This is an optimization exercise on Yosys and OpenROAD, whose aim is small area, not a production implementation. At most, simulation tests tie the RTL to the original design; equivalence was not proved. The RTL of runs 2 to 5 was laid out without a check of its function. Power figures rest on the tool's default switching activity, not on a simulated workload.

## flow/run.sh

```bash
#!/bin/bash
# synth_recipe.tcl (not shown) runs the flow's synth.tcl, then flattens the netlist and writes it again
# the make line also repeats each setting of config.mk as NAME=value (left out here)
make -C /OpenROAD-flow-scripts/flow DESIGN_CONFIG=/design/flow/config.mk WORK_HOME=/design/flow/orfs CLKGATE_MAP_FILE= SYNTH_SCRIPT=/design/flow/synth_recipe.tcl finish
```

## flow/config.mk

```make
export PLATFORM = sky130hd
export DESIGN_NAME = riscv_multicycle_top
export DESIGN_NICKNAME = riscv_multicycle_top
export VERILOG_FILES = /design/flow/design.v
export SDC_FILE = /design/flow/constraint.sdc
export NUM_CORES = 4
export LEC_CHECK = 0
export ABC_AREA = 1
export CAP_MARGIN = 20
export CORE_MARGIN = 2
export CORE_UTILIZATION = 40
export SLEW_MARGIN = 20
```

## flow/constraint.sdc

```tcl
create_clock -name core_clock -period 15.0 [get_ports {clk}]
set_input_delay 3.0000 -clock core_clock [delete_from_list [all_inputs] [get_ports {clk}]]
set_output_delay 3.0000 -clock core_clock [all_outputs]
set_load 0.01 [all_outputs]
```

## flow/design.v

```verilog
package rv_isa_pkg;
	localparam int XLEN       = 32;
	localparam int REG_ADDR_W = 5;
	localparam logic [6:0] OPC_LUI    = 7'b0110111;
	localparam logic [6:0] OPC_AUIPC  = 7'b0010111;
	localparam logic [6:0] OPC_JAL    = 7'b1101111;
	localparam logic [6:0] OPC_JALR   = 7'b1100111;
	localparam logic [6:0] OPC_BRANCH = 7'b1100011;
	localparam logic [6:0] OPC_LOAD   = 7'b0000011;
	localparam logic [6:0] OPC_STORE  = 7'b0100011;
	localparam logic [6:0] OPC_OP_IMM = 7'b0010011;
	localparam logic [6:0] OPC_OP     = 7'b0110011;
	typedef struct packed {
		logic [6:0] funct7;
		logic [4:0] rs2;
		logic [4:0] rs1;
		logic [2:0] funct3;
		logic [4:0] rd;
		logic [6:0] opcode;
	} r_fmt_t;
	typedef struct packed {
		logic [11:0] imm11_0;
		logic [4:0]  rs1;
		logic [2:0]  funct3;
		logic [4:0]  rd;
		logic [6:0]  opcode;
	} i_fmt_t;
	typedef struct packed {
		logic [6:0] imm11_5;
		logic [4:0] rs2;
		logic [4:0] rs1;
		logic [2:0] funct3;
		logic [4:0] imm4_0;
		logic [6:0] opcode;
	} s_fmt_t;
	typedef struct packed {
		logic       imm12;
		logic [5:0] imm10_5;
		logic [4:0] rs2;
		logic [4:0] rs1;
		logic [2:0] funct3;
		logic [3:0] imm4_1;
		logic       imm11;
		logic [6:0] opcode;
	} b_fmt_t;
	typedef struct packed {
		logic [19:0] imm31_12;
		logic [4:0]  rd;
		logic [6:0]  opcode;
	} u_fmt_t;
	typedef struct packed {
		logic       imm20;
		logic [9:0] imm10_1;
		logic       imm11;
		logic [7:0] imm19_12;
		logic [4:0] rd;
		logic [6:0] opcode;
	} j_fmt_t;
	typedef union packed {
		r_fmt_t r;
		i_fmt_t i;
		s_fmt_t s;
		b_fmt_t b;
		u_fmt_t u;
		j_fmt_t j;
	} instr_t;
	typedef enum logic [3:0] {
		ALU_ADD  = 4'd0,
		ALU_SUB  = 4'd1,
		ALU_SLL  = 4'd2,
		ALU_SLT  = 4'd3,
		ALU_SLTU = 4'd4,
		ALU_XOR  = 4'd5,
		ALU_SRL  = 4'd6,
		ALU_SRA  = 4'd7,
		ALU_OR   = 4'd8,
		ALU_AND  = 4'd9
	} alu_op_t;
endpackage
package cpu_ctrl_pkg;
	typedef enum logic [8:0] {
		S_INIT = 9'b000000001,
		S_IF   = 9'b000000010,  
		S_IW   = 9'b000000100,  
		S_ID   = 9'b000001000,
		S_EX   = 9'b000010000,
		S_LD   = 9'b000100000,
		S_ST   = 9'b001000000,
		S_RDW  = 9'b010000000,  
		S_WB   = 9'b100000000
	} state_t;
	typedef enum logic [2:0] {
		CLS_ALU    = 3'd0,
		CLS_LOAD   = 3'd1,
		CLS_STORE  = 3'd2,
		CLS_BRANCH = 3'd3,
		CLS_JUMP   = 3'd4,
		CLS_UPPER  = 3'd5
	} inst_class_t;
	localparam int EV_CYCLE      = 0;
	localparam int EV_FETCH      = 1;
	localparam int EV_LOAD       = 2;
	localparam int EV_STORE      = 3;
	localparam int EV_FETCH_WAIT = 4;
	localparam int EV_LOAD_WAIT  = 5;
	localparam int EV_STORE_WAIT = 6;
	localparam int EV_TAKEN      = 7;
	localparam int NUM_EVENTS    = 8;
endpackage
import rv_isa_pkg::*;
module alu
(
	input  logic [XLEN-1:0] a,
	input  logic [XLEN-1:0] b,
	input  logic            sub,      
	input  logic            use_f3,   
	input  logic [2:0]      f3,
	input  logic            arith,    
	output logic [XLEN-1:0] result,
	output logic [XLEN-1:0] sum,
	output logic            eq,
	output logic            lt,
	output logic            ltu
);
	logic [XLEN:0]   sum_c;
	logic [XLEN-1:0] a_rev, sh_in, sh_r, sh_out;
	logic [4:0]      shamt;
	assign sum_c = {1'b0, a} + {1'b0, b ^ {XLEN{sub}}} + (XLEN+1)'(sub);
	assign sum   = sum_c[XLEN-1:0];
	assign ltu   = ~sum_c[XLEN];
	assign lt    = (a[XLEN-1] ^ b[XLEN-1]) ? a[XLEN-1] : sum[XLEN-1];
	assign eq    = (a == b);
	assign shamt = b[4:0];
	always_comb
		for (int i = 0; i < XLEN; i++)
			a_rev[i] = a[XLEN-1-i];
	assign sh_in = f3[2] ? a : a_rev;
	assign sh_r  = XLEN'($signed({arith & f3[2] & a[XLEN-1], sh_in}) >>> shamt);
	always_comb
		for (int i = 0; i < XLEN; i++)
			sh_out[i] = f3[2] ? sh_r[i] : sh_r[XLEN-1-i];
	always_comb begin
		if (!use_f3)
			result = sum;
		else begin
			unique case (f3)
				3'b000:  result = sum;
				3'b001:  result = sh_out;
				3'b010:  result = {{(XLEN-1){1'b0}}, lt};
				3'b011:  result = {{(XLEN-1){1'b0}}, ltu};
				3'b100:  result = a ^ b;
				3'b101:  result = sh_out;
				3'b110:  result = a | b;
				default: result = a & b;
			endcase
		end
	end
endmodule
import rv_isa_pkg::*;
module reg_file
(
	input  logic                  clk,
	input  logic                  wen,
	input  logic [REG_ADDR_W-1:0] waddr,
	input  logic [REG_ADDR_W-1:0] raddr,
	input  logic [XLEN-1:0]       wdata,
	output logic [XLEN-1:0]       rdata
);
	logic [XLEN-1:0] regs [1:31];
	for (genvar i = 1; i < 32; i++) begin : g_reg
		always_ff @(posedge clk) begin
			if (wen && waddr == REG_ADDR_W'(i))
				regs[i] <= wdata;
		end
	end
	always_comb begin
		rdata = '0;
		for (int i = 1; i < 32; i++)
			if (raddr == REG_ADDR_W'(i))
				rdata = regs[i];
	end
endmodule
module perf_counter #(
	parameter int CNT_W = 32
) (
	input  logic             clk,
	input  logic             rst,
	input  logic             event_hit,
	output logic [CNT_W-1:0] count
);
	always_ff @(posedge clk) begin
		if (rst)
			count <= '0;
		else
			count <= count + CNT_W'(event_hit);  
	end
endmodule
import rv_isa_pkg::*;
import cpu_ctrl_pkg::*;
module riscv_multicycle_top
#(
	parameter int              CNT_W    = 32,
	parameter logic [XLEN-1:0] RESET_PC = '0
) (
	input  logic                                clk,
	input  logic                                rst,
	output logic [XLEN-1:0]                     pc,
	output logic                                inst_req_valid,
	input  logic                                inst_req_ready,
	input  logic [XLEN-1:0]                     instruction,
	input  logic                                inst_valid,
	output logic                                inst_ready,
	output logic [XLEN-1:0]                     mem_address,
	output logic                                mem_write,
	output logic [XLEN-1:0]                     write_data,
	output logic                                mem_read,
	input  logic                                mem_req_ready,
	input  logic [XLEN-1:0]                     read_data,
	input  logic                                read_data_valid,
	output logic                                read_data_ready,
	output logic                                retire_valid,
	output logic                                retire_wen,
	output logic [REG_ADDR_W-1:0]               retire_rd,
	output logic [XLEN-1:0]                     retire_data,
	output logic [XLEN-1:0]                     retire_pc,
	output logic [NUM_EVENTS-1:0][CNT_W-1:0]    perf_cnt
);
	logic s_init, s_if, s_iw, s_id, s_ex, s_ld, s_st, s_rdw, s_wb;
	logic [31:2] ir;
	logic [31:2] pc_q;
	logic [XLEN-1:0] op_a;
	logic b6, b5, b4, b3, b2;
	assign {b6, b5, b4, b3, b2} = ir[6:2];
	logic is_branch, is_jal, is_jalr, is_jump, is_load, is_store, is_mem;
	logic is_lui, is_auipc, is_op, is_alu;
	assign is_branch = b6 & ~b2;
	assign is_jump   = b6 & b2;
	assign is_jal    = b6 & b3;
	assign is_jalr   = b6 & b2 & ~b3;
	assign is_mem    = ~b6 & ~b4;
	assign is_load   = is_mem & ~b5;
	assign is_store  = is_mem & b5;
	assign is_alu    = ~b6 & b4 & ~b2;           
	assign is_op     = is_alu & b5;
	assign is_lui    = ~b6 & b4 & b2 & b5;
	assign is_auipc  = ~b6 & b4 & b2 & ~b5;
	logic [2:0] f3;
	logic [4:0] rd, rs1, rs2;
	assign f3  = ir[14:12];
	assign rd  = ir[11:7];
	assign rs1 = ir[19:15];
	assign rs2 = ir[24:20];
	logic [XLEN-1:0] alu_imm;
	always_comb begin
		if (b4 & b2)         
			alu_imm = {ir[31:12], 12'b0};
		else if (is_store)
			alu_imm = {{20{ir[31]}}, ir[31:25], ir[11:7]};
		else
			alu_imm = {{20{ir[31]}}, ir[31:20]};
	end
	logic [31:2] pc_imm;
	always_comb begin
		if (~b6)             
			pc_imm = {ir[31:12], 10'b0};
		else if (b2)         
			pc_imm = {{12{ir[31]}}, ir[19:12], ir[20], ir[30:22]};
		else                 
			pc_imm = {{20{ir[31]}}, ir[7], ir[30:25], ir[11:9]};
	end
	logic [REG_ADDR_W-1:0] raddr;
	logic [XLEN-1:0]       rdata, wdata;
	logic                  wen;
	assign raddr = s_id ? (is_lui ? 5'd0 : rs1) : (s_wb ? rd : rs2);
	reg_file reg_file_inst (
		.clk   (clk),
		.wen   (wen),
		.waddr (rd),
		.raddr (raddr),
		.wdata (wdata),
		.rdata (rdata)
	);
	logic [XLEN-1:0] alu_b, alu_result, alu_sum;
	logic            alu_sub, eq, lt, ltu;
	assign alu_b   = (is_op | is_branch) ? rdata : alu_imm;
	assign alu_sub = is_branch | (is_alu & ((f3[2:1] == 2'b01) | ((f3 == 3'b000) & b5 & ir[30])));
	alu alu_inst (
		.a      (op_a),
		.b      (alu_b),
		.sub    (alu_sub),
		.use_f3 (is_alu),
		.f3     (f3),
		.arith  (ir[30]),
		.result (alu_result),
		.sum    (alu_sum),
		.eq     (eq),
		.lt     (lt),
		.ltu    (ltu)
	);
	logic br_cond, taken;
	assign br_cond = (f3[2] ? (f3[1] ? ltu : lt) : eq) ^ f3[0];
	assign taken   = is_jump | (is_branch & br_cond);
	logic        pc_use_imm;
	logic [31:2] pc_sum;
	assign pc_use_imm = (s_ex & ((is_branch & br_cond) | is_auipc)) | (s_wb & is_jal);
	assign pc_sum = pc_q + (pc_use_imm ? pc_imm : 30'd1);
	assign wdata = s_rdw ? read_data
		: ((is_jump | is_auipc) ? {pc_sum, 2'b00} : alu_result);
	assign wen = ~rst & ((s_ex & (is_jump | (~b6 & b4))) | (s_rdw & read_data_valid));
	always_ff @(posedge clk) begin
		if (s_iw & inst_valid)
			ir <= instruction[31:2];
		if (s_id)
			op_a <= rdata;
	end
	always_ff @(posedge clk) begin
		if (rst)
			pc_q <= RESET_PC[31:2];
		else if ((s_ex & is_branch) | (s_st & mem_req_ready) | (s_wb & ~is_jalr))
			pc_q <= pc_sum;
		else if (s_wb)
			pc_q <= alu_sum[31:2];
	end
	always_ff @(posedge clk) begin
		s_init <= rst;
		if (rst) begin
			{s_if, s_iw, s_id, s_ex, s_ld, s_st, s_rdw, s_wb} <= '0;
		end else begin
			s_if  <= s_init | (s_if & ~inst_req_ready) | (s_ex & is_branch)
				| (s_st & mem_req_ready) | s_wb;
			s_iw  <= (s_if & inst_req_ready) | (s_iw & ~inst_valid);
			s_id  <= s_iw & inst_valid;
			s_ex  <= s_id;
			s_ld  <= (s_ex & is_load) | (s_ld & ~mem_req_ready);
			s_st  <= (s_ex & is_store) | (s_st & ~mem_req_ready);
			s_rdw <= (s_ld & mem_req_ready) | (s_rdw & ~read_data_valid);
			s_wb  <= (s_ex & ~is_mem & ~is_branch) | (s_rdw & read_data_valid);
		end
	end
	assign pc              = {pc_q, 2'b00};
	assign inst_req_valid  = s_if;
	assign inst_ready      = s_iw;
	assign mem_read        = s_ld;
	assign mem_write       = s_st;
	assign read_data_ready = s_rdw;
	assign mem_address     = alu_sum;
	assign write_data      = rdata;
	assign retire_valid = s_wb | (s_ex & is_branch) | (s_st & mem_req_ready);
	assign retire_wen   = s_wb & (rd != 5'd0);
	assign retire_rd    = rd;
	assign retire_data  = rdata;
	assign retire_pc    = {pc_q, 2'b00};
	logic [NUM_EVENTS-1:0] events;
	always_comb begin
		events                = '0;
		events[EV_CYCLE]      = 1'b1;
		events[EV_FETCH]      = s_if & inst_req_ready;
		events[EV_LOAD]       = s_ld & mem_req_ready;
		events[EV_STORE]      = s_st & mem_req_ready;
		events[EV_FETCH_WAIT] = s_if | s_iw;
		events[EV_LOAD_WAIT]  = s_ld | s_rdw;
		events[EV_STORE_WAIT] = s_st;
		events[EV_TAKEN]      = s_ex & taken;
	end
	for (genvar i = 0; i < NUM_EVENTS; i++) begin : g_perf
		perf_counter #(
			.CNT_W (CNT_W)
		) perf_counter_inst (
			.clk       (clk),
			.rst       (rst),
			.event_hit (events[i]),
			.count     (perf_cnt[i])
		);
	end
endmodule
```

==> results of run 1 <==
==> per-stage QoR <==
stage	util	total power, mW	hold slack [ns]	worst slack [ns]
after floorplan	-	4.50	0.466	3.03
after global placement	0.454	4.92	0.462	0.625
after detailed placement	0.456	4.93	0.472	0.626
after CTS	0.487	8.52	0.480	0.489
after global routing	0.490	8.71	0.493	-0.0440
final	0.490	8.48	0.473	0.775
==> Yosys cell counts (7+ instances only) <==
| library cell | count | area share |
|---|---|---|
| a211oi_1 | 17 | 0.0021 |
| a21oi_1 | 400 | 0.032 |
| a221oi_1 | 32 | 0.0045 |
| a31oi_1 | 17 | 0.0017 |
| and3_1 | 16 | 0.0016 |
| buf_1 | 21 | 0.0013 |
| buf_2 | 29 | 0.0024 |
| buf_4 | 77 | 0.0094 |
| buf_6 | 8 | 0.0015 |
| clkbuf_1 | 173 | 0.011 |
| clkinv_1 | 10 | 0.00061 |
| dfxtp_1 | 295 | 0.096 |
| edfxtp_1 | 1054 | 0.51 |
| ha_1 | 139 | 0.028 |
| inv_1 | 584 | 0.036 |
| inv_2 | 17 | 0.0010 |
| nand2_1 | 1465 | 0.089 |
| nand2_2 | 11 | 0.0011 |
| nand3_1 | 289 | 0.023 |
| nand4_1 | 150 | 0.015 |
| nor2_1 | 621 | 0.038 |
| nor2_2 | 8 | 0.00081 |
| nor3_1 | 95 | 0.0077 |
| nor3b_1 | 8 | 0.00097 |
| nor4_1 | 23 | 0.0023 |
| o2111ai_1 | 74 | 0.011 |
| o211ai_1 | 43 | 0.0052 |
| o21a_1 | 21 | 0.0026 |
| o21ai_0 | 332 | 0.027 |
| o21ai_1 | 68 | 0.0055 |
| o21ai_2 | 7 | 0.00099 |
| o21bai_1 | 18 | 0.0022 |
| o22ai_1 | 9 | 0.00091 |
| or2_2 | 13 | 0.0013 |
| xnor2_1 | 16 | 0.0023 |
| xor2_1 | 75 | 0.011 |
==> what timing repair did <==
| action | in CTS | in global routing |
|---|---|---|
| setup endpoints to repair | 0 | 306 |
| gates resized for setup | 0 | 19 |
| setup buffers | 0 | 7 |
==> path summary, 6_finish.rpt <==
kind         slack, ns                                              from  cells after the start                                          endpoint
max               0.78                                   ir[6]$_DFFE_PP_                     88               reg_file_inst.regs[6][30]$_DFFE_PP_
min               0.47  g_perf[3].perf_counter_inst.count[24]$_SDFF_PP0_                      2  g_perf[3].perf_counter_inst.count[24]$_SDFF_PP0_
max reg2reg       0.78                                   ir[6]$_DFFE_PP_                     88               reg_file_inst.regs[6][30]$_DFFE_PP_
min reg2reg       0.47  g_perf[3].perf_counter_inst.count[24]$_SDFF_PP0_                      2  g_perf[3].perf_counter_inst.count[24]$_SDFF_PP0_
==> flip-flops by register name (all words and copies together), names as in the netlist <==
register                        cells
op_a                               32
s_rdw                               1
s_ex                                1
pc_q                               30
ir                                 30
s_init                              1
s_ld                                1
s_st                                1
s_wb                                1
g_perf.perf_counter_inst.count    256
s_id                                1
s_if                                1
s_iw                                1
reg_file_inst.regs                992
==> logic make-up after synthesis <==
family | synth area share
muxes | 0.000974
adders and majority gates | 0.0288
buffers and inverters | 0.0623
other | 0.0000608
AOI/OAI and AO/OA | 0.101
DFF | 0.609
and+or+nand+nor | 0.184
xor gates and xnor gates | 0.0132
==> layer usage <==
metal / track usage / vias up / wire length (um) / part of all wire
met5: 0 / - / 0 / 0
met4: 0.119 / 0 / 9780 / 0.043
met2: 0.426 / 2173 / 99700 / 0.44
met3: 0.0549 / 356 / 19500 / 0.087
met1: 0.386 / 23850 / 96400 / 0.43
li1: - / 22845 / - / -
==> layout make-up <==
class,instances,area share
clock inverters,87,0.0111
clock buffers,183,0.0527
well taps,2044,0.0340
diodes,9,0.000299
repair buffers,739,0.0966
inverters,612,0.0307
flip-flops and latches,1349,0.499
multi-input cells,4039,0.276
==> worst max-delay path, delay by kind of cell (launching register included) <==
family / cells / cell delay, ns
AOI/OAI and AO/OA: 38 / 6.39
xor gates and xnor gates: 2 / 0.37
adders and majority gates: 3 / 1.06
buffers and inverters: 10 / 1.31
DFF: 1 / 0.49
and+or+nand+nor: 35 / 4.17
==> power by group through the flow <==
stage	Clock (mW)	Combinational, mW	Sequential [mW]
6_report	3.61	0.770	4.10
2_1_floorplan	0	0.327	4.18
3_3_place_gp	0	0.743	4.18
3_5_place_dp	0	0.751	4.18
4_1_cts	3.66	0.754	4.10
5_1_grt	3.81	0.807	4.10
==> run notes, run 1 <==
Final ANT Viol Nets 0; Cells after Synth 6305; Rows 144; Max Slew Vio Count 0; H-Tree Depth 4; Root Buffer clkbuf_16; Final setup viols 0; Initial Util 0.401; Placed Instance Area 0.0701 mm^2; WL final 225 mm; total grt overflow 0; final net count 7100; Core Area 0.154 mm^2; WS Path Type reg2reg; Post-synth ARST share 0; Max Freq 0.0703 GHz; initial antenna violation count 8; most common cell after layout, fill and taps aside nand2_1; power per cell area 113 mW/mm^2; Yosys cell types 67; CP Max Fanout 31; crit-path max cell delay 0.49 ns; most frequent cells in the layout 1460 x nand2_1, 1054 x edfxtp_1, 581 x inv_1; largest net degree at the start of global routing 88; CP Capture Type flop; number of synthesized flops with an enable pin 1054; Pint 6.39 mW; crit share post-route 0.948; fraction of layout cells with a size suffix above 1 0.0885; initial drt markers 5393; DIE AREA 0.157 mm^2; vias 49224; HPWL Detailed 163 mm; DRC viols 0; clk slew on worst S/H paths 0.06 ns; critical path required time 15.55 ns; clock tree buffer depth 3; Clock Skew 0.0546 ns; ys flop type edfxtp_1; Worst-Skew Late Latency 0.81 ns; min Tclk post-route 14.22 ns; Die Span X 397 um; CTS tree done; min-delay worst type reg2reg; area taken by multi-input logic gates 0.0208 mm^2; die height 397 um; Seq/Total Area, Yosys 0.609; critical path data arrival time 14.78 ns; Syn-to-layout area delta 22.0%; # fillers 14100; first drt pass iteration count 7; number of global-route vias before repair 45501; slowest cell on the critical path edfxtp_1; post-route design area 0.0753 mm^2; Net Sw Frac 0.247; Worst setup SP type flop; Yosys Warn Count 5; vias per inst 5.43; Reg area 0.0376 mm^2; Reg power frac 0.483; Total Routing Usage GR 0.279; Non-Filler Instances 9062; number of max-cap violations 0; switching pwr 2.09 mW; Worst path most repeated cell nand2_1; DP Cell Count 8766; cell leakage power 27.1 nW; Worst Max-Slew Pin Slew 1.10 ns; GPL Wtd Cong 1.04; Avg WL per Cell 24.9 um; hold-fix buffer count after cts 0; clk sinks 1349; combinational share of power 0.091; post-synthesis area per instance 9.78 um^2; status finished clean; Post-Syn Area 0.0617 mm^2; Clock power frac 0.426; Top Ports 498; total CTS buffers 148; Slew headroom 0.267; endpoints failing hold 0; Worst VDD drop 0.000111 V; first-pass GRT wire length 319 mm; Buffers on Ports 491; setup TNS 0 ns; synthesized flop and latch total 1349
==> run 2, diff against run 1 <==
--- a/flow/design.v
+++ b/flow/design.v
@@ -125,7 +125,12 @@
 	logic [XLEN:0]   sum_c;
 	logic [XLEN-1:0] a_rev, sh_in, sh_r, sh_out;
 	logic [4:0]      shamt;
-	assign sum_c = {1'b0, a} + {1'b0, b ^ {XLEN{sub}}} + (XLEN+1)'(sub);
+	adder adder_inst (
+		.a   (a),
+		.b   (b ^ {XLEN{sub}}),
+		.cin (sub),
+		.s   (sum_c)
+	);
 	assign sum   = sum_c[XLEN-1:0];
 	assign ltu   = ~sum_c[XLEN];
 	assign lt    = (a[XLEN-1] ^ b[XLEN-1]) ? a[XLEN-1] : sum[XLEN-1];
@@ -156,6 +161,37 @@
 		end
 	end
 endmodule
+module adder
+(
+	input  logic [XLEN-1:0] a,
+	input  logic [XLEN-1:0] b,
+	input  logic            cin,
+	output logic [XLEN:0]   s
+);
+	logic [XLEN-1:0] p, g, gg, pp, c;
+	always_comb begin
+		p  = a ^ b;
+		g  = a & b;
+		gg = g;
+		pp = p;
+		gg[0] = g[0] | (p[0] & cin);
+		for (int l = 1; l <= 5; l++)
+			for (int i = 0; i < XLEN; i++)
+				if ((i % (1 << l)) == (1 << l) - 1) begin
+					gg[i] = gg[i] | (pp[i] & gg[i - (1 << (l-1))]);
+					pp[i] = pp[i] & pp[i - (1 << (l-1))];
+				end
+		c = gg;
+		for (int l = 4; l >= 1; l--)
+			for (int i = 0; i < XLEN; i++)
+				if ((i % (1 << l)) == (1 << (l-1)) - 1 && i >= (1 << l))
+					c[i] = gg[i] | (pp[i] & c[i - (1 << (l-1))]);
+		s[0] = p[0] ^ cin;
+		for (int i = 1; i < XLEN; i++)
+			s[i] = p[i] ^ c[i-1];
+		s[XLEN] = c[XLEN-1];
+	end
+endmodule
 import rv_isa_pkg::*;
 module reg_file
 (
@@ -181,19 +217,32 @@
 	end
 endmodule
 module perf_counter #(
-	parameter int CNT_W = 32
+	parameter int CNT_W = 32,
+	parameter bit LATE  = 1'b0   
 ) (
 	input  logic             clk,
 	input  logic             rst,
 	input  logic             event_hit,
 	output logic [CNT_W-1:0] count
 );
-	always_ff @(posedge clk) begin
-		if (rst)
-			count <= '0;
-		else
-			count <= count + CNT_W'(event_hit);  
+	logic [CNT_W-1:0] step;
+	if (LATE) begin : g_late
+		logic [CNT_W:0] ones;
+		assign ones[0] = 1'b1;
+		for (genvar i = 0; i < CNT_W; i++) begin : g_bit
+			assign ones[i+1] = ones[i] & count[i];
+			assign step[i] = event_hit & ones[i];
+		end
+	end else begin : g_ripple
+		logic [CNT_W:0] carry;
+		assign carry[0] = event_hit;
+		for (genvar i = 0; i < CNT_W; i++) begin : g_bit
+			assign carry[i+1] = carry[i] & count[i];
+			assign step[i] = carry[i];
+		end
 	end
+	always_ff @(posedge clk)
+		count <= {CNT_W{~rst}} & (count ^ step);
 endmodule
 import rv_isa_pkg::*;
 import cpu_ctrl_pkg::*;
@@ -227,12 +276,13 @@
 );
 	logic s_init, s_if, s_iw, s_id, s_ex, s_ld, s_st, s_rdw, s_wb;
 	logic [31:2] ir;
-	logic [31:2] pc_q;
-	logic [XLEN-1:0] op_a;
+	logic [31:2] pc_q;       
+	logic [XLEN-1:0] op_a;   
+	logic taken_q;           
 	logic b6, b5, b4, b3, b2;
 	assign {b6, b5, b4, b3, b2} = ir[6:2];
 	logic is_branch, is_jal, is_jalr, is_jump, is_load, is_store, is_mem;
-	logic is_lui, is_auipc, is_op, is_alu;
+	logic is_lui, is_auipc, is_upper, is_op, is_alu;
 	assign is_branch = b6 & ~b2;
 	assign is_jump   = b6 & b2;
 	assign is_jal    = b6 & b3;
@@ -242,31 +292,27 @@
 	assign is_store  = is_mem & b5;
 	assign is_alu    = ~b6 & b4 & ~b2;           
 	assign is_op     = is_alu & b5;
-	assign is_lui    = ~b6 & b4 & b2 & b5;
-	assign is_auipc  = ~b6 & b4 & b2 & ~b5;
+	assign is_upper  = ~b6 & b4 & b2;
+	assign is_lui    = is_upper & b5;
+	assign is_auipc  = is_upper & ~b5;
 	logic [2:0] f3;
 	logic [4:0] rd, rs1, rs2;
 	assign f3  = ir[14:12];
 	assign rd  = ir[11:7];
 	assign rs1 = ir[19:15];
 	assign rs2 = ir[24:20];
-	logic [XLEN-1:0] alu_imm;
+	logic [XLEN-1:0] imm;
 	always_comb begin
-		if (b4 & b2)         
-			alu_imm = {ir[31:12], 12'b0};
+		if (is_upper)
+			imm = {ir[31:12], 12'b0};
 		else if (is_store)
-			alu_imm = {{20{ir[31]}}, ir[31:25], ir[11:7]};
+			imm = {{20{ir[31]}}, ir[31:25], ir[11:7]};
+		else if (is_branch)
+			imm = {{20{ir[31]}}, ir[7], ir[30:25], ir[11:8], 1'b0};
+		else if (is_jal)
+			imm = {{12{ir[31]}}, ir[19:12], ir[20], ir[30:21], 1'b0};
 		else
-			alu_imm = {{20{ir[31]}}, ir[31:20]};
-	end
-	logic [31:2] pc_imm;
-	always_comb begin
-		if (~b6)             
-			pc_imm = {ir[31:12], 10'b0};
-		else if (b2)         
-			pc_imm = {{12{ir[31]}}, ir[19:12], ir[20], ir[30:22]};
-		else                 
-			pc_imm = {{20{ir[31]}}, ir[7], ir[30:25], ir[11:9]};
+			imm = {{20{ir[31]}}, ir[31:20]};
 	end
 	logic [REG_ADDR_W-1:0] raddr;
 	logic [XLEN-1:0]       rdata, wdata;
@@ -280,12 +326,17 @@
 		.wdata (wdata),
 		.rdata (rdata)
 	);
-	logic [XLEN-1:0] alu_b, alu_result, alu_sum;
-	logic            alu_sub, eq, lt, ltu;
-	assign alu_b   = (is_op | is_branch) ? rdata : alu_imm;
-	assign alu_sub = is_branch | (is_alu & ((f3[2:1] == 2'b01) | ((f3 == 3'b000) & b5 & ir[30])));
+	logic [XLEN-1:0] alu_a, alu_b, alu_result, alu_sum;
+	logic            a_pc, b_reg, b_4, alu_sub, eq, lt, ltu;
+	assign a_pc  = (s_if & ~is_jalr) | (s_ex & (is_auipc | is_jump));
+	assign b_reg = s_ex & (is_op | is_branch);
+	assign b_4   = (s_if & ~is_jump & ~(is_branch & taken_q)) | (s_ex & is_jump);
+	assign alu_a = a_pc ? {pc_q, 2'b00} : op_a;
+	assign alu_b = b_reg ? rdata : (b_4 ? 32'd4 : imm);
+	assign alu_sub = s_ex & (is_branch
+		| (is_alu & ((f3[2:1] == 2'b01) | ((f3 == 3'b000) & b5 & ir[30]))));
 	alu alu_inst (
-		.a      (op_a),
+		.a      (alu_a),
 		.b      (alu_b),
 		.sub    (alu_sub),
 		.use_f3 (is_alu),
@@ -300,25 +351,29 @@
 	logic br_cond, taken;
 	assign br_cond = (f3[2] ? (f3[1] ? ltu : lt) : eq) ^ f3[0];
 	assign taken   = is_jump | (is_branch & br_cond);
-	logic        pc_use_imm;
-	logic [31:2] pc_sum;
-	assign pc_use_imm = (s_ex & ((is_branch & br_cond) | is_auipc)) | (s_wb & is_jal);
-	assign pc_sum = pc_q + (pc_use_imm ? pc_imm : 30'd1);
-	assign wdata = s_rdw ? read_data
-		: ((is_jump | is_auipc) ? {pc_sum, 2'b00} : alu_result);
+	assign wdata = s_rdw ? read_data : alu_result;
 	assign wen = ~rst & ((s_ex & (is_jump | (~b6 & b4))) | (s_rdw & read_data_valid));
 	always_ff @(posedge clk) begin
 		if (s_iw & inst_valid)
-			ir <= instruction[31:2];
+			ir[31:7] <= instruction[31:7];
+		if (s_iw & inst_valid)
+			ir[5:2] <= instruction[5:2];
 		if (s_id)
 			op_a <= rdata;
+		if (s_ex)
+			taken_q <= br_cond;
+	end
+	always_ff @(posedge clk) begin
+		if (rst)
+			ir[6] <= 1'b0;
+		else if (s_iw & inst_valid)
+			ir[6] <= instruction[6];
 	end
+	localparam logic [XLEN-1:0] PC_BEFORE_RESET = RESET_PC - XLEN'(4);
 	always_ff @(posedge clk) begin
 		if (rst)
-			pc_q <= RESET_PC[31:2];
-		else if ((s_ex & is_branch) | (s_st & mem_req_ready) | (s_wb & ~is_jalr))
-			pc_q <= pc_sum;
-		else if (s_wb)
+			pc_q <= PC_BEFORE_RESET[31:2];
+		else if (s_if & inst_req_ready)
 			pc_q <= alu_sum[31:2];
 	end
 	always_ff @(posedge clk) begin
@@ -337,7 +392,7 @@
 			s_wb  <= (s_ex & ~is_mem & ~is_branch) | (s_rdw & read_data_valid);
 		end
 	end
-	assign pc              = {pc_q, 2'b00};
+	assign pc              = {alu_sum[31:2], 2'b00};
 	assign inst_req_valid  = s_if;
 	assign inst_ready      = s_iw;
 	assign mem_read        = s_ld;
@@ -364,7 +419,8 @@
 	end
 	for (genvar i = 0; i < NUM_EVENTS; i++) begin : g_perf
 		perf_counter #(
-			.CNT_W (CNT_W)
+			.CNT_W (CNT_W),
+			.LATE  (i == EV_TAKEN)
 		) perf_counter_inst (
 			.clk       (clk),
 			.rst       (rst),
==> run notes, run 2 <==
status finished clean (unchanged); endpoints failing hold 0 (unchanged); setup TNS 0 ns (unchanged); Worst setup SP type flop (unchanged); total CTS buffers 144 (was 148); Slew headroom 0.128 (was 0.267); Die Span X 391 um (was 397 um); clock tree buffer depth 3 (unchanged); buffers plus inverters on the worst setup path 6 (was 10); Top Registers reg_file_inst.regs: 992 flops, g_perf.perf_counter_inst.count: 256 flops, op_a: 32 flops (unchanged); number of global-route vias before repair 40291 (was 45501); final net count 6429 (was 7100); slowest cell on the critical path xnor2_1 (was edfxtp_1); Buffers on Ports 491 (unchanged); Worst path most repeated cell nand2_1 (unchanged); crit-path max cell delay 0.86 ns (was 0.49 ns); Syn-to-layout area delta 20.0% (was 22.0%); Total Routing Usage GR 0.256 (was 0.279); post-CTS sizing 0 (unchanged); number of synthesized flops with an enable pin 1054 (unchanged); CP Capture Type primary output (was flop); hold-fix buffer count after cts 0 (unchanged); top cells by count, synth 1231 x nand2_1, 1054 x edfxtp_1, 498 x nor2_1, 448 x inv_1, 412 x nand3_1 (was 1465 x nand2_1, 1054 x edfxtp_1, 621 x nor2_1, 584 x inv_1, 400 x a21oi_1); crit share post-route 0.927 (was 0.948); synthesized flop and latch total 1350 (was 1349); DIE AREA 0.153 mm^2 (was 0.157 mm^2); max reg flops 992 (unchanged); top-area cell type share of the netlist area 0.529 (was 0.513); Post-CTS Setup Inserts 0 (unchanged); clk sinks 1350 (was 1349); GPL Wtd Cong 0.987 (was 1.04); Setup WS post-layout 1.10 ns (was 0.775 ns); Initial Util 0.404 (was 0.401); most common cell after layout, fill and taps aside nand2_1 (unchanged); Worst VDD drop 0.000118 V (was 0.000111 V); ys flop type edfxtp_1 (unchanged); Worst Max-Slew Pin Slew 1.29 ns (was 1.10 ns); final core occ 0.485 (was 0.490); largest cells by area after synthesis edfxtp_1 53%, dfxtp_1 9.9%, nand2_1 7.7% (was edfxtp_1 51%, dfxtp_1 9.6%, nand2_1 8.9%); reg-to-reg slack, setup 3.06 ns (was 0.78 ns); first drt pass iteration count 6 (was 7); Seq/Total Area, Yosys 0.628 (was 0.609); cell leakage power 27.4 nW (was 27.1 nW); min-delay worst type reg2reg (unchanged); # fillers 13327 (was 14100); power per cell area 123 mW/mm^2 (was 113 mW/mm^2); post-synthesis area per instance 10.8 um^2 (was 9.78 um^2); largest reg by FF count reg_file_inst.regs (unchanged); Final setup viols 0 (unchanged); die height 391 um (was 397 um); vias 43211 (was 49224); H-Tree Depth 4 (unchanged); number of max-cap violations 0 (unchanged); initial drt markers 4547 (was 5393); WL final 200 mm (was 225 mm); first-pass GRT wire length 284 mm (was 319 mm); Top Ports 498 (unchanged); Core Area 0.148 mm^2 (was 0.154 mm^2); vias per inst 5.35 (was 5.43); Rows 141 (was 144); clk slew on worst S/H paths 0.06 ns (about the same); pre-CTS WS 2.25 ns (was 0.626 ns); CTS tree done (unchanged); CP top delay family compound AO/OA/AOI/OAI gates (unchanged); Clock Skew 0.0398 ns (was 0.0546 ns); WS Path Type reg2out (was reg2reg); fraction of layout cells with a size suffix above 1 0.0986 (was 0.0885); Post-Syn Area 0.0599 mm^2 (was 0.0617 mm^2); Avg WL per Cell 24.7 um (was 24.9 um); Final ANT Viol Nets 0 (unchanged); Worst-Skew Late Latency 0.81 ns (about the same); Root Buffer clkbuf_16 (unchanged); most frequent cell after synthesis nand2_1 (unchanged); Post-synth ARST share 0 (unchanged); Yosys Warn Count 7 (was 5); DRC viols 0 (unchanged); most frequent cells in the layout 1231 x nand2_1, 1054 x edfxtp_1, 490 x clkdlybuf4s50_1 (was 1460 x nand2_1, 1054 x edfxtp_1, 581 x inv_1); Yosys cell types 64 (was 67); initial antenna violation count 22 (was 8); Max Freq 0.0719 GHz (was 0.0703 GHz); Max Slew Vio Count 0 (unchanged); RSZ-0062 raised after global routing false; CP Max Fanout 36 (was 31); critical path data arrival time 10.90 ns (was 14.78 ns); min Tclk post-route 13.90 ns (was 14.22 ns); Cells after Synth 5556 (was 6305); total grt overflow 0 (unchanged); largest net degree at the start of global routing 74 (was 88); HPWL Detailed 138 mm (was 163 mm); critical path required time 12.00 ns (was 15.55 ns); post-synth top area cell edfxtp_1 (unchanged)
## run 2: cell count changes after synthesis, moves of 37 or more
cell / change
nand3_1: +123
o21ai_0: -164
or2_2: +44
nor2_1: -123
inv_1: -136
xor2_1: -54
a21oi_1: -145
nand2_1: -234
o211ai_1: -37
ha_1: +172
nor3_1: -78
o2111ai_1: -57
## run 2: layer usage
metal  share of wire  vias up  track usage
met4           0.044        4        0.110
met2            0.45     1819        0.395
met5         0.00013        -            0
li1                -    20052            -
met1            0.42    20997        0.348
met3           0.086      339       0.0566
## run 2: area by class of cell
cell class              count  area (um^2)  share of cell area
flip-flops and latches   1350        37600               0.523
multi-input cells        3421        19200               0.268
repair buffers            632         6070              0.0844
clock buffers             185         3960              0.0551
well taps                1930         2410              0.0336
inverters                 483         1820              0.0253
clock inverters            74          741              0.0103
diodes                      8         20.0            0.000279
## run 2: worst reg2reg max path: cells and delay by family, from the launching register on
family | cells | cell delay (ns)
adder cells (fa/ha/maj) | 2 | 0.84
flip-flops | 1 | 0.35
AND/OR/NAND/NOR | 29 | 4.42
buffers and inverters | 4 | 0.78
XOR/XNOR | 2 | 0.85
AO/OA/AOI/OAI | 17 | 4.58
## run 2: kinds of logic (layout without fill, tap and decap cells)
family / Yosys count / after routing / share of synthesized area
buf+inv: 788 / 1374 / 0.0575
compound gates: 617 / 617 / 0.0630
simple gates: 2439 / 2439 / 0.176
other cells: 1 / 12 / 0.0000627
flops: 1350 / 1350 / 0.628
mux: 4 / 4 / 0.000669
fa+ha+maj: 327 / 327 / 0.0704
xor+xnor: 30 / 30 / 0.00439
## run 2: final timing paths
path                                                                    from                                            end  cells past startpoint
worst max-delay path                                         s_id$_SDFF_PP0_                                mem_address[29]                     43
worst min-delay path            g_perf[0].perf_counter_inst.count[0]$_DFF_P_   g_perf[0].perf_counter_inst.count[0]$_DFF_P_                      1
worst max register to register                               s_id$_SDFF_PP0_  g_perf[7].perf_counter_inst.count[27]$_DFF_P_                     54
worst min register to register  g_perf[0].perf_counter_inst.count[0]$_DFF_P_   g_perf[0].perf_counter_inst.count[0]$_DFF_P_                      1
## run 2: stage by stage
step / std cells / hold WS [ns] / instance area (um^2) / total power, mW
floorplan: 5559 / 0.423 / 59900 / 4.79
global placement: 7810 / 0.411 / 67000 / 5.36
detailed placement: 7812 / 0.434 / 67000 / 5.38
CTS: 8071 / 0.447 / 71700 / 8.89
global route: 8075 / 0.470 / 71800 / 9.09
finish: 8083 / 0.444 / 71800 / 8.83
## run 2: where the power goes
group | internal, mW | switching [mW]
Combinational | 0.322 | 0.780
Sequential | 4.20 | 0.00915
Clock | 2.02 | 1.50
Total | 6.54 | 2.29
==> run 3, diff against run 2 <==
--- a/flow/design.v
+++ b/flow/design.v
@@ -118,23 +118,26 @@
 	input  logic            arith,    
 	output logic [XLEN-1:0] result,
 	output logic [XLEN-1:0] sum,
-	output logic            eq,
+	output logic            eq,       
 	output logic            lt,
 	output logic            ltu
 );
 	logic [XLEN:0]   sum_c;
+	logic [XLEN-1:0] p, g;
 	logic [XLEN-1:0] a_rev, sh_in, sh_r, sh_out;
 	logic [4:0]      shamt;
 	adder adder_inst (
 		.a   (a),
 		.b   (b ^ {XLEN{sub}}),
 		.cin (sub),
-		.s   (sum_c)
+		.s   (sum_c),
+		.p   (p),
+		.g   (g)
 	);
-	assign sum   = sum_c[XLEN-1:0];
-	assign ltu   = ~sum_c[XLEN];
-	assign lt    = (a[XLEN-1] ^ b[XLEN-1]) ? a[XLEN-1] : sum[XLEN-1];
-	assign eq    = (a == b);
+	assign sum = sum_c[XLEN-1:0];
+	assign ltu = ~sum_c[XLEN];
+	assign lt  = (a[XLEN-1] ^ b[XLEN-1]) ? a[XLEN-1] : sum[XLEN-1];
+	assign eq  = &p;                 
 	assign shamt = b[4:0];
 	always_comb
 		for (int i = 0; i < XLEN; i++)
@@ -153,10 +156,10 @@
 				3'b001:  result = sh_out;
 				3'b010:  result = {{(XLEN-1){1'b0}}, lt};
 				3'b011:  result = {{(XLEN-1){1'b0}}, ltu};
-				3'b100:  result = a ^ b;
+				3'b100:  result = p;         
 				3'b101:  result = sh_out;
-				3'b110:  result = a | b;
-				default: result = a & b;
+				3'b110:  result = p | g;     
+				default: result = g;         
 			endcase
 		end
 	end
@@ -166,9 +169,11 @@
 	input  logic [XLEN-1:0] a,
 	input  logic [XLEN-1:0] b,
 	input  logic            cin,
-	output logic [XLEN:0]   s
+	output logic [XLEN:0]   s,
+	output logic [XLEN-1:0] p,
+	output logic [XLEN-1:0] g
 );
-	logic [XLEN-1:0] p, g, gg, pp, c;
+	logic [XLEN-1:0] gg, pp, c;
 	always_comb begin
 		p  = a ^ b;
 		g  = a & b;
==> flow/flow/run.sh (new file) <==
#!/bin/bash
# Own layout flow: the standard layout (standard.sh), with two changes.
#  - Synthesis maps the combinational logic with an area-oriented ABC script
#    (flow/abc.script) instead of ORFS's. Flip-flops are mapped before ABC runs,
#    so they keep the standard synthesis's names and cells.
#  - Port buffers are sky130_fd_sc_hd__buf_1 cells (every port still gets one).
# Tool output: flow.log (make and the tools it runs); ORFS's per-step logs are
# under orfs/logs/.
set -euo pipefail
W=$(pwd)

# ORFS's synth.tcl with the ABC script swapped
sed -e "s#^source \$::env(SCRIPTS_DIR)/synth_preamble.tcl\$#&\nset abc_args [lreplace \$abc_args 1 1 $W/flow/abc.script]#" \
	"$FLOW_HOME/scripts/synth.tcl" > "$W/area_synth.tcl"
grep -q "flow/abc.script" "$W/area_synth.tcl"
# The standard flow's synthesis wrapper and layout command, pointed at it
sed -e "s#\$::env(SCRIPTS_DIR)/synth.tcl#$W/area_synth.tcl#" "$W/synth_recipe.tcl" > "$W/area_synth_recipe.tcl"
grep -q "area_synth.tcl" "$W/area_synth_recipe.tcl"
sed -e "s#SYNTH_SCRIPT=[^ ]*#SYNTH_SCRIPT=$W/area_synth_recipe.tcl#" "$W/standard.sh" > "$W/area_standard.sh"
grep -q "area_synth_recipe.tcl" "$W/area_standard.sh"

export BUFFER_PORTS_ARGS="-buffer_cell sky130_fd_sc_hd__buf_1"
bash "$W/area_standard.sh" finish > "$W/flow.log" 2>&1
==> flow/flow/abc.script (new file) <==
&get -n
&st
&dch -f
&nf -R 1000
&put
topo
stime -c
==> flow/standard.sh (new file) <==
#!/bin/bash
# synth_recipe.tcl (not shown) runs the flow's synth.tcl, then flattens the netlist and writes it again
# the make line also repeats each setting of config.mk as NAME=value (left out here)
make -C /OpenROAD-flow-scripts/flow DESIGN_CONFIG=/design/flow/config.mk WORK_HOME=/design/flow/orfs CLKGATE_MAP_FILE= SYNTH_SCRIPT=/design/flow/synth_recipe.tcl "${@:-finish}"
removed: flow/run.sh
==> run notes, run 3 <==
status finished clean (unchanged); reg-to-reg slack, setup 1.09 ns (was 3.06 ns); M2 GR Usage 0.393 (was 0.395); GPL Wtd Cong 0.958 (was 0.987); RSZ-0062 raised after global routing false (unchanged); slowest cell on the critical path a31o_1 (was xnor2_1); cell leakage power 23.9 nW (was 27.4 nW); GRT busiest layer met2 (unchanged); initial drt markers 3501 (was 4547); CTS tree done (unchanged); Seq/Total Area, Yosys 0.671 (was 0.628); Setup WS post-layout 0.858 ns (was 1.10 ns); Worst path most repeated cell a221o_1 (was nand2_1); Reg area 0.0376 mm^2 (about the same); CP top delay family compound AO/OA/AOI/OAI gates (unchanged); Worst-Skew Late Latency 0.80 ns (was 0.81 ns); min Tclk post-route 14.14 ns (was 13.90 ns); H-Tree Depth 4 (unchanged); Rows 137 (was 141); first-pass GRT wire length 253 mm (was 284 mm); hold-fix buffer count after cts 0 (unchanged); Yosys cell types 55 (was 64); vias 38526 (was 43211); Top Registers reg_file_inst.regs: 992 flops, g_perf.perf_counter_inst.count: 256 flops, op_a: 32 flops (unchanged); Final setup viols 0 (unchanged); synthesized flop and latch total 1350 (unchanged); max reg flops 992 (unchanged); Post-Syn Area 0.0560 mm^2 (was 0.0599 mm^2); DRC viols 0 (unchanged); post-synthesis area per instance 13.3 um^2 (was 10.8 um^2); DP Cell Count 6711 (was 7812); WS Path Type reg2out (unchanged); Top Ports 498 (unchanged); met3 usage 0.0458 (was 0.0566); Clock Skew 0.0554 ns (was 0.0398 ns); total grt overflow 0 (unchanged); die height 378 um (was 391 um); HPWL Detailed 120 mm (was 138 mm); combinational share of power 0.092 (was 0.125); critical path required time 12.00 ns (about the same); fraction of layout cells with a size suffix above 1 0.0972 (was 0.0986); first drt pass iteration count 5 (was 6); number of synthesized flops with an enable pin 1054 (unchanged); number of global-route vias before repair 36884 (was 40291); Placed Instance Area 0.0617 mm^2 (was 0.0670 mm^2); largest cells by area after synthesis edfxtp_1 56%, dfxtp_1 11%, ha_1 6.3% (was edfxtp_1 53%, dfxtp_1 9.9%, nand2_1 7.7%); Non-Filler Instances 6968 (was 8083); largest net degree at the start of global routing 173 (was 74); Pint 6.30 mW (was 6.54 mW); power per cell area 126 mW/mm^2 (was 123 mW/mm^2); Reg power frac 0.501 (was 0.476); Cells after Synth 4229 (was 5556); crit share post-route 0.943 (was 0.927); clk slew on worst S/H paths 0.06 ns (about the same); pre-CTS WS 0.270 ns (was 2.25 ns); ys flop type edfxtp_1 (unchanged); CP Capture Type primary output (unchanged); endpoints failing hold 0 (unchanged); Worst Max-Slew Pin Slew 1.08 ns (was 1.29 ns); Root Buffer clkbuf_16 (unchanged); CP Max Fanout 14 (was 36); Net Sw Frac 0.246 (was 0.259); Max Slew Vio Count 0 (unchanged); most frequent cells in the layout 1054 x edfxtp_1, 690 x nand2_1, 490 x buf_1 (was 1231 x nand2_1, 1054 x edfxtp_1, 490 x clkdlybuf4s50_1); Max Freq 0.0707 GHz (was 0.0719 GHz); Worst VDD drop 0.0000902 V (was 0.000118 V); Avg WL per Cell 25.2 um (was 24.7 um); Worst setup SP type flop (unchanged); area taken by multi-input logic gates 0.0182 mm^2 (was 0.0192 mm^2); crit-path max cell delay 0.70 ns (was 0.86 ns); clock tree buffer depth 3 (unchanged); Final ANT Viol Nets 0 (unchanged); critical path data arrival time 11.14 ns (was 10.90 ns); vias per inst 5.53 (was 5.35); post-synth top area cell edfxtp_1 (unchanged); min-delay worst type reg2reg (unchanged); Yosys Warn Count 7 (unchanged); # fillers 12544 (was 13327); post-route design area 0.0663 mm^2 (was 0.0718 mm^2); total CTS buffers 142 (was 144); DIE AREA 0.143 mm^2 (was 0.153 mm^2); setup TNS 0 ns (unchanged); buffers plus inverters on the worst setup path 7 (was 6); clk sinks 1350 (unchanged); largest reg by FF count reg_file_inst.regs (unchanged); number of max-cap violations 0 (unchanged); Post-synth ARST share 0 (unchanged); Core Area 0.139 mm^2 (was 0.148 mm^2); Clock power frac 0.407 (was 0.399); initial antenna violation count 0 (was 22); top cells by count, synth 1054 x edfxtp_1, 692 x nand2_1, 296 x dfxtp_1, 281 x ha_1, 257 x a21oi_1 (was 1231 x nand2_1, 1054 x edfxtp_1, 498 x nor2_1, 448 x inv_1, 412 x nand3_1); Syn-to-layout area delta 18.3% (was 20.0%); Total Routing Usage GR 0.241 (was 0.256); GRT met1 Usage 0.310 (was 0.348); Die Span X 378 um (was 391 um); switching pwr 2.05 mW (was 2.29 mW); Buffers on Ports 491 (unchanged); top-area cell type share of the netlist area 0.565 (was 0.529); Slew headroom 0.282 (was 0.128); WL final 175 mm (was 200 mm); Initial Util 0.402 (was 0.404); most common cell after layout, fill and taps aside edfxtp_1 (was nand2_1); final net count 5351 (was 6429); most frequent cell after synthesis edfxtp_1 (was nand2_1); final core occ 0.476 (was 0.485)
run 3: changes by cell type in the layout (fill, tap and decap cells not counted), sizes merged, moves of 311 or more:
| cell | delta |
|---|---|
| buf | +537 |
| clkdlybuf4s50 | -490 |
| inv | -477 |
| nand2 | -565 |
| nand3 | -311 |
| nor2 | -348 |
run 3: final timing paths:
path                                                start                                             to  cells after the start
min          g_perf[0].perf_counter_inst.count[0]$_DFF_P_   g_perf[0].perf_counter_inst.count[0]$_DFF_P_                      1
max reg2reg                               s_wb$_SDFF_PP0_  g_perf[7].perf_counter_inst.count[31]$_DFF_P_                     54
min reg2reg  g_perf[0].perf_counter_inst.count[0]$_DFF_P_   g_perf[0].perf_counter_inst.count[0]$_DFF_P_                      1
max                                       s_wb$_SDFF_PP0_                                mem_address[31]                     38
run 3: metal layers:
layer  vias up  wire length (um)
met3       302             12800
met5         -                 0
met1     19092             72300
met4         0              8170
met2      1536             82100
li1      17596                 -
run 3: logic make-up (layout without fill, tap and decap cells):
family / Yosys count / count (layout) / synth area share
compound gates: 879 / 879 / 0.106
other cells: 1 / 5 / 0.0000669
buf+inv: 163 / 1022 / 0.0157
fa+ha+maj: 297 / 297 / 0.0685
mux: 86 / 86 / 0.0155
flops: 1350 / 1350 / 0.671
simple gates: 1394 / 1394 / 0.115
xor+xnor: 59 / 59 / 0.00922
run 3: power by group through the flow:
stage / sequential, mW / clock, mW / combinational (mW)
detailed placement: 4.26 / 0 / 0.765
floorplan: 4.27 / 0 / 0.413
global route: 4.18 / 3.60 / 0.833
CTS: 4.18 / 3.46 / 0.768
global placement: 4.26 / 0 / 0.753
finish: 4.18 / 3.39 / 0.771
run 3: repair_timing:
action | 4_1_cts | 5_1_grt
gates resized for setup | 0 | 14
buffers inserted | 0 | 4
endpoints found under the setup margin | 0 | 34
run 3: layout make-up:
cell class | instances | area share
repair buffers | 679 | 0.0496
clock buffers | 185 | 0.0581
diodes | 1 | 0.0000377
well taps | 1876 | 0.0354
clock inverters | 66 | 0.00976
inverters | 92 | 0.00526
multi-input cells | 2719 | 0.275
flip-flops and latches | 1350 | 0.567
run 3: metrics by stage:
stage,hold WS [ns],power [mW]
floorplan,0.442,4.69
global placement,0.418,5.01
detailed placement,0.426,5.03
CTS,0.439,8.41
global route,0.455,8.62
finish,0.434,8.35
==> run 4, diff against run 3 <==
--- a/flow/design.v
+++ b/flow/design.v
@@ -208,17 +208,18 @@
 	output logic [XLEN-1:0]       rdata
 );
 	logic [XLEN-1:0] regs [1:31];
+	logic [31:1] rsel;
 	for (genvar i = 1; i < 32; i++) begin : g_reg
 		always_ff @(posedge clk) begin
 			if (wen && waddr == REG_ADDR_W'(i))
 				regs[i] <= wdata;
 		end
+		assign rsel[i] = (raddr == REG_ADDR_W'(i));
 	end
 	always_comb begin
 		rdata = '0;
 		for (int i = 1; i < 32; i++)
-			if (raddr == REG_ADDR_W'(i))
-				rdata = regs[i];
+			rdata = rdata | ({XLEN{rsel[i]}} & regs[i]);
 	end
 endmodule
 module perf_counter #(
--- a/flow/config.mk
+++ b/flow/config.mk
@@ -8,5 +8,7 @@
 export ABC_AREA = 1
 export CAP_MARGIN = 20
 export CORE_MARGIN = 2
-export CORE_UTILIZATION = 40
+export CORE_UTILIZATION = 55
+export CTS_CLUSTER_DIAMETER = 60
+export CTS_CLUSTER_SIZE = 20
 export SLEW_MARGIN = 20
==> run notes, run 4 <==
Slew headroom 0.266 (was 0.282); first-pass GRT wire length 252 mm (was 253 mm); top-area cell type share of the netlist area 0.576 (was 0.565); endpoints failing hold 0 (unchanged); HPWL Detailed 118 mm (was 120 mm); WS Path Type reg2out (unchanged); GPL Wtd Cong 0.956 (was 0.958); H-Tree Depth 3 (was 4); power per cell area 120 mW/mm^2 (was 126 mW/mm^2); Top Ports 498 (unchanged); most frequent cells in the layout 1054 x edfxtp_1, 490 x buf_1, 347 x nand2_1 (was 1054 x edfxtp_1, 690 x nand2_1, 490 x buf_1); Worst-Skew Late Latency 0.73 ns (was 0.80 ns); clk slew on worst S/H paths 0.08 ns (was 0.06 ns); total grt overflow 0 (unchanged); CTS tree done (unchanged); Max Freq 0.0711 GHz (was 0.0707 GHz); ys flop type edfxtp_1 (unchanged); min-delay worst type reg2reg (unchanged); post-synthesis area per instance 14.3 um^2 (was 13.3 um^2); Post-Syn Area 0.0550 mm^2 (was 0.0560 mm^2); slowest cell on the critical path a31oi_2 (was a31o_1); Clock Skew 0.0495 ns (was 0.0554 ns); beginning of the critical path ir[6]$_SDFFE_PP0P_ (was s_wb$_SDFF_PP0_); Hold Worst Slack 0.441 ns (was 0.434 ns); setup TNS 0 ns (unchanged); Non-Filler Instances 5861 (was 6968); Core Area 0.0987 mm^2 (was 0.139 mm^2); vias 37373 (was 38526); post-synth top area cell edfxtp_1 (unchanged); Initial Util 0.557 (was 0.402); number of max-cap violations 0 (unchanged); most common cell after layout, fill and taps aside edfxtp_1 (unchanged); Seq/Total Area, Yosys 0.683 (was 0.671); Yosys cell types 50 (was 55); DIE AREA 0.103 mm^2 (was 0.143 mm^2); Worst path most repeated cell nand2_1 (was a221o_1); Worst Min Path Start g_perf[0].perf_counter_inst.count[0]$_DFF_P_ (unchanged); clock tree buffer depth 3 (unchanged); clk sinks 1350 (unchanged); # fillers 7526 (was 12544); first drt pass iteration count 9 (was 5); Syn-to-layout area delta 14.6% (was 18.3%); Avg WL per Cell 30.8 um (was 25.2 um); Worst VDD drop 0.000131 V (was 0.0000902 V); Rows 115 (was 137); Top Registers reg_file_inst.regs: 992 flops, g_perf.perf_counter_inst.count: 256 flops, op_a: 32 flops (unchanged); status finished clean (unchanged); synthesized flop and latch total 1350 (unchanged); fraction of layout cells with a size suffix above 1 0.0884 (was 0.0972); Yosys Warn Count 7 (unchanged); DP Cell Count 5678 (was 6711); crit-path max cell delay 0.89 ns (was 0.70 ns); CP Capture Type primary output (unchanged); final net count 4858 (was 5351); final core occ 0.638 (was 0.476); Worst R2R Start ir[6]$_SDFFE_PP0P_ (was s_wb$_SDFF_PP0_); Max Slew Vio Count 0 (unchanged); crit share post-route 0.938 (was 0.943); Buffers on Ports 491 (unchanged); DRC viols 0 (unchanged); Cells after Synth 3836 (was 4229); cell leakage power 22.4 nW (was 23.9 nW); number of global-route vias before repair 34480 (was 36884); Worst setup SP type flop (unchanged); Final ANT Viol Nets 0 (unchanged); vias per inst 6.38 (was 5.53); number of synthesized flops with an enable pin 1054 (unchanged); area taken by multi-input logic gates 0.0173 mm^2 (was 0.0182 mm^2); Die Span X 320 um (was 378 um); die height 320 um (was 378 um); most frequent cell after synthesis edfxtp_1 (unchanged); hold-fix buffer count after cts 0 (unchanged); Final setup viols 0 (unchanged); Total Routing Usage GR 0.345 (was 0.241); Root Buffer clkbuf_16 (unchanged); WL final 180 mm (was 175 mm); initial antenna violation count 8 (was 0); critical path required time 12.00 ns (about the same); largest cells by area after synthesis edfxtp_1 58%, dfxtp_1 11%, ha_1 6.4% (was edfxtp_1 56%, dfxtp_1 11%, ha_1 6.3%); RSZ-0062 raised after global routing false (unchanged); Worst Max-Slew Pin Slew 1.10 ns (was 1.08 ns); critical path data arrival time 11.07 ns (was 11.14 ns); Power Total 7.56 mW (was 8.35 mW); largest reg by FF count reg_file_inst.regs (unchanged); top cells by count, synth 1054 x edfxtp_1, 347 x nand2_1, 296 x dfxtp_1, 281 x ha_1, 231 x nor2b_1 (was 1054 x edfxtp_1, 692 x nand2_1, 296 x dfxtp_1, 281 x ha_1, 257 x a21oi_1); Reg area 0.0376 mm^2 (unchanged); Post-synth ARST share 0 (unchanged); Post-CTS Setup Inserts 0 (unchanged); total CTS buffers 97 (was 142); CP Max Fanout 36 (was 14); max reg flops 992 (unchanged); min Tclk post-route 14.07 ns (was 14.14 ns); post-CTS sizing 0 (unchanged); initial drt markers 5741 (was 3501); largest net degree at the start of global routing 213 (was 173)
-- run 4: cell count changes after synthesis, sizes merged, moves of 48 or more --
cell | previous run | this run
a222oi | 12 | 168
o21ai | 235 | 158
a21oi | 257 | 209
nand3 | 106 | 56
nand2 | 692 | 347
a221o | 163 | 1
a22oi | 3 | 159
-- run 4: area by class of cell --
cell class	count	share of cell area
clock buffers	112	0.0408
flip-flops and latches	1350	0.596
multi-input cells	2333	0.275
repair buffers	624	0.0457
clock inverters	67	0.0117
well taps	1287	0.0256
inverters	85	0.00506
diodes	3	0.000119
-- run 4: cell families (layout without fill, tap and decap cells) --
logic type | after synthesis | count (layout) | share of synthesized area
muxes | 125 | 125 | 0.0238
DFF | 1350 | 1350 | 0.683
and+or+nand+nor | 977 | 977 | 0.0857
adders and majority gates | 297 | 297 | 0.0698
other | 1 | 7 | 0.0000682
buffers and inverters | 156 | 888 | 0.0155
AOI/OAI and AO/OA | 872 | 872 | 0.113
xor gates and xnor gates | 58 | 58 | 0.00924
-- run 4: power by group --
group          switching (mW)  total (mW)  internal (mW)
Sequential            0.00930        4.16           4.15
Combinational           0.500       0.652          0.152
Clock                    1.38        2.75           1.37
-- run 4: worst max-delay path, delay by kind of cell, from the launching register on --
| kind | cells | cell delay [ns] |
|---|---|---|
| AO/OA/AOI/OAI | 12 | 4.82 |
| AND/OR/NAND/NOR | 12 | 2.84 |
| buffers and inverters | 3 | 0.86 |
| adder cells (fa/ha/maj) | 2 | 0.75 |
| XOR/XNOR | 2 | 0.62 |
| flip-flops | 1 | 0.42 |
-- run 4: metrics by stage --
step | instance area, um^2 | worst slack (ns)
finish | 63000 | 0.928
global placement | 59600 | 2.17
floorplan | 55000 | 0.931
global route | 63000 | 0.229
detailed placement | 59600 | 1.87
CTS | 62900 | 0.999
-- run 4: layer usage --
layer	vias to the layer above	routed length [um]	track usage
met4	4	6690	0.114
met2	2141	83300	0.551
li1	16379	-	-
met5	-	150	0
met3	291	19400	0.0750
met1	18558	70800	0.473
-- run 4: path summary, 6_finish.rpt --
path / cells after the start / to / slack [ns]
setup / recovery: 31 / mem_address[31] / 0.93
hold / removal: 1 / g_perf[0].perf_counter_inst.count[0]$_DFF_P_ / 0.44
hold reg to reg: 1 / g_perf[0].perf_counter_inst.count[0]$_DFF_P_ / 0.44
setup reg to reg: 43 / g_perf[7].perf_counter_inst.count[31]$_DFF_P_ / 1.88
==> run 5, diff against run 4 <==
--- a/flow/config.mk
+++ b/flow/config.mk
@@ -6,9 +6,9 @@
 export NUM_CORES = 4
 export LEC_CHECK = 0
 export ABC_AREA = 1
-export CAP_MARGIN = 20
+export CAP_MARGIN = 10
 export CORE_MARGIN = 2
 export CORE_UTILIZATION = 55
-export CTS_CLUSTER_DIAMETER = 60
-export CTS_CLUSTER_SIZE = 20
-export SLEW_MARGIN = 20
+export CTS_CLUSTER_DIAMETER = 80
+export CTS_CLUSTER_SIZE = 28
+export SLEW_MARGIN = 10
==> run notes, run 5 <==
WS Path Type reg2out (unchanged); Clock Skew 0.0636 ns (was 0.0495 ns); ys flop type edfxtp_1 (unchanged); clk sinks 1350 (unchanged); # fillers 7697 (was 7526); synthesized flop and latch total 1350 (unchanged); Worst R2R Start ir[6]$_SDFFE_PP0P_ (unchanged); critical path data arrival time 10.94 ns (was 11.07 ns); WL final 180 mm (about the same); Post-CTS Setup Inserts 0 (unchanged); clock tree buffer depth 3 (unchanged); DIE AREA 0.103 mm^2 (unchanged); Max Slew Vio Count 0 (unchanged); largest family of logic cells by synthesized area compound AO/OA/AOI/OAI gates (unchanged); crit share post-route 0.929 (was 0.938); post-synth top area cell edfxtp_1 (unchanged); Core Area 0.0987 mm^2 (unchanged); largest reg by FF count reg_file_inst.regs (unchanged); initial antenna violation count 9 (was 8); Yosys Warn Count 7 (unchanged); cell leakage power 21.7 nW (was 22.4 nW); min Tclk post-route 13.94 ns (was 14.07 ns); GPL Wtd Cong 0.956 (unchanged); M1 WL 69.7 mm (was 70.8 mm); reg-to-reg slack, setup 2.05 ns (was 1.88 ns); Total Routing Usage GR 0.343 (was 0.345); beginning of the critical path ir[6]$_SDFFE_PP0P_ (unchanged); hold-fix buffer count after cts 0 (unchanged); total grt overflow 0 (unchanged); mux cell area share after synthesis 0.0238 (unchanged); CP Max Fanout 36 (unchanged); Final setup viols 0 (unchanged); CP Capture Type primary output (unchanged); Synth Area in Simple Gates 0.0857 (unchanged); first-pass GRT wire length 251 mm (was 252 mm); Avg WL per Cell 31.2 um (was 30.8 um); Die Span X 320 um (unchanged); post-CTS sizing 0 (unchanged); Hold Worst Slack 0.442 ns (was 0.441 ns); Placed Instance Area 0.0596 mm^2 (about the same); Post-synth ARST share 0 (unchanged); slowest cell on the critical path a31oi_2 (unchanged); die height 320 um (unchanged); Root Buffer clkbuf_16 (unchanged); WL met3 20.1 mm (was 19.4 mm); highest routed layer met5 (unchanged); hold endpoint g_perf[0].perf_counter_inst.count[0]$_DFF_P_ (unchanged); vias 37132 (was 37373); number of max-cap violations 0 (unchanged); buffers plus inverters on the worst setup path 3 (unchanged); Worst path most repeated cell nand2_1 (unchanged); H-Tree Depth 2 (was 3); Worst Max-Slew Pin Slew 1.36 ns (was 1.10 ns); number of synthesized flops with an enable pin 1054 (unchanged); Post-Synth XOR/XNOR Area 0.00924 (unchanged); CTS tree done (unchanged); post-synthesis area per instance 14.3 um^2 (unchanged); post-route design area 0.0613 mm^2 (was 0.0630 mm^2); Worst Min Path Start g_perf[0].perf_counter_inst.count[0]$_DFF_P_ (unchanged); total CTS buffers 57 (was 97); Top Registers reg_file_inst.regs: 992 flops, g_perf.perf_counter_inst.count: 256 flops, op_a: 32 flops (unchanged); DRC viols 0 (unchanged); number of global-route vias before repair 34077 (was 34480); Reg2Reg Depth 43 (unchanged); Top Ports 498 (unchanged); Slew headroom 0.0948 (was 0.266); Worst-Skew Late Latency 0.75 ns (was 0.73 ns); HPWL Detailed 118 mm (about the same); Post-Syn Area 0.0550 mm^2 (unchanged); largest net degree at the start of global routing 213 (unchanged); setup TNS 0 ns (unchanged); critical path depth 31 (unchanged); max reg flops 992 (unchanged); clk slew on worst S/H paths 0.10 ns (was 0.08 ns); Worst VDD drop 0.000137 V (was 0.000131 V); post-synthesis adder-cell area fraction 0.0698 (unchanged); critical path required time 12.00 ns (about the same); Initial Util 0.557 (unchanged); top-area cell type share of the netlist area 0.576 (unchanged); crit-path max cell delay 0.88 ns (was 0.89 ns); most frequent cells in the layout 1054 x edfxtp_1, 490 x buf_1, 347 x nand2_1 (unchanged); largest cells by area after synthesis edfxtp_1 58%, dfxtp_1 11%, ha_1 6.4% (unchanged); top cells by count, synth 1054 x edfxtp_1, 347 x nand2_1, 296 x dfxtp_1, 281 x ha_1, 231 x nor2b_1 (unchanged); power per cell area 109 mW/mm^2 (was 120 mW/mm^2); status finished clean (unchanged); min-delay worst type reg2reg (unchanged); DP Cell Count 5678 (unchanged); most frequent cell after synthesis edfxtp_1 (unchanged); initial drt markers 5496 (was 5741); final net count 4817 (was 4858); Power Total 6.70 mW (was 7.56 mW); fraction of layout cells with a size suffix above 1 0.0702 (was 0.0884); Max Freq 0.0717 GHz (was 0.0711 GHz); Worst setup SP type flop (unchanged); Cells after Synth 3836 (unchanged); Final ANT Viol Nets 0 (unchanged); Rows 115 (unchanged); met2 routed wirelength 82.3 mm (was 83.3 mm); Synth Area in Compound Gates 0.113 (unchanged); RSZ-0062 raised after global routing false (unchanged); hold depth 1 (unchanged); vias per inst 6.44 (was 6.38); Buffers on Ports 491 (unchanged); most common cell after layout, fill and taps aside edfxtp_1 (unchanged); Non-Filler Instances 5762 (was 5861); Seq/Total Area, Yosys 0.683 (unchanged); Syn-to-layout area delta 11.5% (was 14.6%); CP top delay family compound AO/OA/AOI/OAI gates (unchanged); RR Endpoint g_perf[7].perf_counter_inst.count[31]$_DFF_P_ (unchanged); endpoints failing hold 0 (unchanged); Yosys cell types 50 (unchanged); first drt pass iteration count 6 (was 9)
==> run 5: changes by cell type in the layout (fill, tap and decap cells not counted), moves of 6 or more <==
cell	delta
clkinvlp_4	-10
o21ai_2	+6
clkinv_1	-7
clkbuf_16	-44
inv_6	-9
o21ai_4	-6
clkinv_4	-9
==> run 5: worst max path at each step <==
stage                      endpoint  slack (ns)
floorplan                    pc[31]        0.93
global placement    mem_address[31]        2.17
detailed placement  mem_address[31]        1.97
CTS                 mem_address[31]        1.13
global route                 pc[31]        0.39
finish              mem_address[31]        1.06
==> run 5: area by class of cell <==
type	count	area, um^2	area share
inverters	85	319	0.00521
flip-flops and latches	1350	37600	0.613
clock inverters	14	181	0.00296
well taps	1287	1610	0.0263
clock buffers	68	1490	0.0243
repair buffers	623	2850	0.0465
multi-input cells	2333	17300	0.282
diodes	2	5.00	0.0000817
==> run 5: metal layers <==
metal	track usage	up-vias
li1	-	16209
met1	0.470	18446
met2	0.543	2158
met3	0.0735	315
met4	0.123	4
met5	0.0142	-
==> run 5: stage by stage <==
stage	setup WS [ns]	util
after global placement	2.17	0.603
after global routing	0.390	0.621
final	1.06	0.621
after floorplan	0.931	-
after CTS	1.13	0.620
after detailed placement	1.97	0.603
==> run 5: cell families after synthesis <==
logic type / after synthesis
AND/OR/NAND/NOR: 977
other: 1
flip-flops: 1350
adder cells (fa/ha/maj): 297
buffers and inverters: 156
XOR/XNOR: 58
AO/OA/AOI/OAI: 872
multiplexers: 125
==> run 5: report_power, final <==
part           switching, mW  internal, mW  leakage [nW]
sequential           0.00922          4.15          11.9
combinational          0.498         0.150          8.93
clock                   1.16         0.729         0.815
==> run 5: worst register-to-register path: cells and delay by family, from the launching register on <==
kind / cells / cell delay, ns
AND/OR/NAND/NOR: 20 / 4.54
flip-flops: 1 / 0.43
adder cells (fa/ha/maj): 2 / 0.75
AO/OA/AOI/OAI: 15 / 5.45
XOR/XNOR: 4 / 1.00
buffers and inverters: 2 / 0.66

[static timing again, ports no longer ideal]
The flow's constraints put no driver on any port. The routed layouts listed below were extracted and timed again, unchanged, in two steps.
Step 1 sets driving cells, clkbuf_16 on the clock port and buf_2 on the other inputs (assumed; they add their load-dependent delay and slew).
Step 2 also shifts input and output timing later by t, the mid clock arrival at the registers, as if the neighbouring blocks saw the same clock.
Slacks: ideal ports / drivers / drivers and shift; pairs: ideal ports / drivers.
| run | shift t [ns] | setup slack, ns |
|---|---|---|
| run 1 | 0.859 | 0.775 / 0.775 / 0.775 |
| run 2 | 0.865 | 1.099 / 1.021 / 1.886 |
| run 3 | 0.859 | 0.858 / 0.768 / 1.089 |
| run 4 | 0.783 | 0.928 / 0.850 / 1.633 |
| run 5 | 0.784 | 1.058 / 0.989 / 1.773 |
After both steps every run listed still meets setup and hold.
